This design comes from an exercise in tuning for small area, a short achievable clock period and few clock cycles per item on the open sky130 flow, not from production work. The RTL was checked by simulation tests, not by an equivalence proof against the original design.

==> 10-13: inputs <==
Design tga_byte_stream_decoder_unit, start of the top module:
module tga_byte_stream_decoder_unit #(
  parameter int unsigned PALETTE_ENTRIES = tgadec_pkg::PaletteEntriesDef
) (
  input  logic        clk_i,
  input  logic        rst_ni,
  input  logic        in_valid_i,
  output logic        in_ready_o,
  input  logic        func_i,
  input  logic [7:0]  data_byte_i,
  input  logic        first_byte_i,
  input  logic [7:0]  palette_index_i,
  output logic        out_valid_o,
  input  logic        out_ready_i,
  output logic [1:0]  kind_o,
  output logic [15:0] column_o,
  output logic [15:0] row_o,
  output logic [31:0] pixel_value_o,
  output logic [15:0] image_width_o,
  output logic [15:0] image_height_o,
  output logic [5:0]  bits_per_pixel_o,
  output logic [2:0]  error_code_o,
  output logic        last_pixel_o
);
clock: 8.0 ns
lec_check: 0
cap_margin: 20
core_margin: 2
core_utilization: 30
place_density: 0.45
setup_slack_margin: 4.5
slew_margin: 20
synth_memory_max_bits: 16384
run.sh (not shown) runs the stock make flow with config.mk's settings and CLKGATE_MAP_FILE= SYNTH_SCRIPT=/design/flow/synth_recipe.tcl, a recipe that flattens the netlist after the stock synthesis.
==> inputs of 08-26, as changes to 10-13 <==
--- a/flow/design.v
+++ b/flow/design.v
@@ -29,43 +29,65 @@
 module tgadec_ram (
   input  logic        clk_i,
   input  logic        we_i,
   input  logic [7:0]  waddr_i,
   input  logic [31:0] wdata_i,
-  input  logic        cap_i,
   input  logic [7:0]  raddr_i,
+  input  logic        rhit_i,
   output logic [31:0] rdata_o
 );
   logic [255:0][31:0] mem_q;
+  logic [15:0]        rsel_hi, rsel_lo;
   logic [15:0]        wsel_hi, wsel_lo;
-  logic [3:0][31:0]   part_d, part_q;
+  logic [255:0][31:0] terms;
   always_comb begin
+    rsel_hi = '0;
+    rsel_lo = '0;
     wsel_hi = '0;
     wsel_lo = '0;
+    rsel_hi[raddr_i[7:4]] = rhit_i;
+    rsel_lo[raddr_i[3:0]] = 1'b1;
     wsel_hi[waddr_i[7:4]] = we_i;
     wsel_lo[waddr_i[3:0]] = 1'b1;
   end
   for (genvar i = 0; i < 256; i++) begin : g_word
     always_ff @(posedge clk_i) begin
       if (wsel_hi[i / 16] && wsel_lo[i % 16]) begin
         mem_q[i] <= wdata_i;
       end
     end
+    assign terms[i] = {32{rsel_hi[i / 16] & rsel_lo[i % 16]}} & mem_q[i];
   end
-  logic [1:0] rhi_q;
-  always_comb begin
-    for (int k = 0; k < 4; k++) begin
-      part_d[k] = mem_q[64*k + int'(raddr_i[5:0])];
-    end
+  logic [127:0][31:0] l1;
+  logic [63:0][31:0]  l2;
+  logic [31:0][31:0]  l3;
+  logic [15:0][31:0]  l4;
+  logic [7:0][31:0]   l5;
+  logic [3:0][31:0]   l6;
+  logic [1:0][31:0]   l7;
+  for (genvar i = 0; i < 128; i++) begin : g_l1
+    assign l1[i] = terms[2*i] | terms[2*i+1];
   end
-  always_ff @(posedge clk_i) begin
-    if (cap_i) begin
-      part_q <= part_d;
-      rhi_q  <= raddr_i[7:6];
-    end
+  for (genvar i = 0; i < 64; i++) begin : g_l2
+    assign l2[i] = l1[2*i] | l1[2*i+1];
+  end
+  for (genvar i = 0; i < 32; i++) begin : g_l3
+    assign l3[i] = l2[2*i] | l2[2*i+1];
+  end
+  for (genvar i = 0; i < 16; i++) begin : g_l4
+    assign l4[i] = l3[2*i] | l3[2*i+1];
   end
-  assign rdata_o = part_q[rhi_q];
+  for (genvar i = 0; i < 8; i++) begin : g_l5
+    assign l5[i] = l4[2*i] | l4[2*i+1];
+  end
+  for (genvar i = 0; i < 4; i++) begin : g_l6
+    assign l6[i] = l5[2*i] | l5[2*i+1];
+  end
+  for (genvar i = 0; i < 2; i++) begin : g_l7
+    assign l7[i] = l6[2*i] | l6[2*i+1];
+  end
+  assign rdata_o = l7[0] | l7[1];
 endmodule
 module tgadec_out (
   input  logic                clk_i,
   input  logic                rst_ni,
   input  logic                res_i,
@@ -111,11 +133,10 @@
   input  logic                func_i,
   input  logic [7:0]          data_byte_i,
   input  logic                first_byte_i,
   input  logic [7:0]          palette_index_i,
   input  logic [31:0]         rdata_i,
-  input  logic                cap_i,
   output logic                res_o,
   output tgadec_pkg::result_t r_o,
   output logic                rhit_o,
   output logic                ram_we_o,
   output logic [7:0]          ram_waddr_o,
@@ -169,24 +190,10 @@
   assign col_last = (col_q == wid_q);
   assign row_last = (row_q == hgt_q);
   assign eidx_inc = eidx_q + 9'd1;
   assign hc       = first ? 5'd0 : hcnt_q;
   assign rhit_o = ({1'b0, palette_index_i} < eidx_q);
-  logic       fwd_we_q;
-  logic [7:0] fwd_b_q;
-  logic       fwd;
-  logic [31:0] fwd_colour;
-  logic [31:0] lk_data;
-  always_ff @(posedge clk_i) begin
-    if (cap_i) begin
-      fwd_we_q <= ram_we_o;
-      fwd_b_q  <= b;
-    end
-  end
-  assign fwd        = fwd_we_q && ({1'b0, palette_index_i} + 9'd1 == eidx_q);
-  assign fwd_colour = {alpha_q ? fwd_b_q : 8'hFF, part_q[23:8], alpha_q ? part_q[7:0] : fwd_b_q};
-  assign lk_data    = fwd ? fwd_colour : rdata_i;
   assign ram_we_o    = is_byte && !first && (phase_q == PH_PALETTE) && complete;
   assign ram_waddr_o = eidx_q[7:0];
   assign ram_wdata_o = colour;
   logic       h_err;
   logic [2:0] h_code;
@@ -229,11 +236,11 @@
     res_o = 1'b0;
     r_o   = '0;
     if (proc_i && func_i) begin
       res_o      = 1'b1;
       r_o.kind   = tgadec_pkg::KIND_PALETTE;
-      r_o.value  = rhit_o ? lk_data : tgadec_pkg::OpaqueBlack;
+      r_o.value  = rdata_i | (rhit_o ? 32'h0 : tgadec_pkg::OpaqueBlack);
     end else if (is_byte && hdr_last) begin
       res_o = 1'b1;
       if (h_err) begin
         r_o.kind = tgadec_pkg::KIND_ERROR;
         r_o.err  = h_code;
@@ -416,15 +423,13 @@
   logic [7:0]          ram_waddr;
   logic [31:0]         ram_wdata;
   logic [31:0]         ram_rdata;
   logic                v_d;
   logic                skid_est_d;
-  logic                cap;
   assign accept     = in_valid_i && in_ready_q;
   assign in_ready_o = in_ready_q;
   assign proc       = v_q && !skid_valid;
-  assign cap        = !(v_q && skid_valid);
   assign v_d        = accept || (v_q && !proc);
   assign skid_est_d = out_valid_o && !out_ready_i && (skid_valid || proc);
   always_ff @(posedge clk_i or negedge rst_ni) begin
     if (!rst_ni) begin
       in_ready_q <= 1'b1;
@@ -433,11 +438,11 @@
       in_ready_q <= !v_d || !skid_est_d;
       v_q        <= v_d;
     end
   end
   always_ff @(posedge clk_i) begin
-    if (cap) begin
+    if (in_ready_q) begin
       func_q  <= func_i;
       data_q  <= data_byte_i;
       first_q <= first_byte_i;
       pidx_q  <= palette_index_i;
     end
@@ -449,11 +454,10 @@
     .func_i         (func_q),
     .data_byte_i    (data_q),
     .first_byte_i   (first_q),
     .palette_index_i(pidx_q),
     .rdata_i        (ram_rdata),
-    .cap_i          (cap),
     .res_o          (res),
     .r_o            (r),
     .rhit_o         (rhit),
     .ram_we_o       (ram_we),
     .ram_waddr_o    (ram_waddr),
@@ -462,12 +466,12 @@
   tgadec_ram u_palette_ram (
     .clk_i  (clk_i),
     .we_i   (ram_we),
     .waddr_i(ram_waddr),
     .wdata_i(ram_wdata),
-    .cap_i  (cap),
-    .raddr_i(palette_index_i),
+    .raddr_i(pidx_q),
+    .rhit_i (rhit),
     .rdata_o(ram_rdata)
   );
   tgadec_out u_out (
     .clk_i       (clk_i),
     .rst_ni      (rst_ni),
- CORE_UTILIZATION: 30 -> 50
- PLACE_DENSITY: 0.45 -> 0.6
- SETUP_SLACK_MARGIN: 4.5 -> 4.6
==> run notes <==
Fraction of the mapped netlist area in compound gates: 10-13 0.925%; 08-26 12.3%
Deepest clock path buffer count: 10-13 5; 08-26 4
Run status: 10-13 complete, no violations; 08-26 aborted with a tool error
Stage where the flow stopped: 10-13 -; 08-26 global routing
Number of clock buffers inserted by TritonCTS: 10-13 948; 08-26 857
Starting density of the core: 10-13 30.1%; 08-26 50.1%
Basic-gate share of the synthesized area counting and, or, nand and nor cells: 10-13 1.17%; 08-26 6.09%
Flip-flop and latch count after synthesis: 10-13 8701; 08-26 8564
Final Wtd Congestion: 10-13 0.791; 08-26 1.33
Setup fix buffers added after clock tree synthesis: 10-13 457; 08-26 378
Mean Syn Cell Area: 10-13 24.3 µm²; 08-26 16.9 µm²
Synthesized cell area: 10-13 334000 µm²; 08-26 323000 µm²
Area share of the leading cell type in the synthesized netlist: 10-13 76.9%; 08-26 78.2%
Sink count of the clock tree: 10-13 8701; 08-26 8564
Die width: 10-13 1060 µm; 08-26 808 µm
Vertical die dimension: 10-13 1060 µm; 08-26 808 µm
Adder-cell share of the synthesized area: 10-13 0.175%; 08-26 0.188%
Multiplexer fraction of the synthesized cell area: 10-13 18.5%; 08-26 0.333%
Syn Inst Count: 10-13 13800; 08-26 19100
Area post-placement: 10-13 360000 µm²; 08-26 361000 µm²
Placed Instances: 10-13 28500; 08-26 29200
Number of synthesized flops with an enable pin: 10-13 8557; 08-26 8420
Post-Place Setup Slack: 10-13 2.24 ns; 08-26 -0.245 ns
Fraction of synthesized cell area in xor and xnor cells: 10-13 0.186%; 08-26 0.187%
Post_cts resized: 10-13 657; 08-26 649
HPWL after detailed placement: 10-13 636000 µm; 08-26 1940000 µm
Count of distinct cell types in the synthesized netlist: 10-13 80; 08-26 98
Testbench counts of 10-13, summed over its fixed seeds: cycles 48,680, items 48,656.
Testbench counts of 08-26, summed over its fixed seeds: cycles 48,680, items 48,656.

[re-timing with driven ports]
How much do the figures lean on ideal ports? The routed layout below was timed once more, with nothing changed but the port constraints. Step 1 (the two cells are an assumption about what drives the block):
set clk [get_ports {clk_i}]
set_driving_cell -lib_cell sky130_fd_sc_hd__clkbuf_16 $clk
set_driving_cell -lib_cell sky130_fd_sc_hd__buf_2 [delete_from_list [all_inputs] $clk]
Step 2 also shifts input and output timing later by t, the mid clock arrival at the registers, as if the neighbouring blocks saw the same clock. a / b / c = no drivers / after step 1 / after step 2; a / b = the first two.
run: 10-13
t, ns: 1.270
slack for setup (ns): 4.324 / 4.085 / 2.815
hold slack, ns: 0.484 / 0.469 / 0.484
After both steps 10-13 still meets setup and hold. For 10-13, drivers alone change the setup slack by -0.239 ns; drivers and shift together by -1.509 ns.
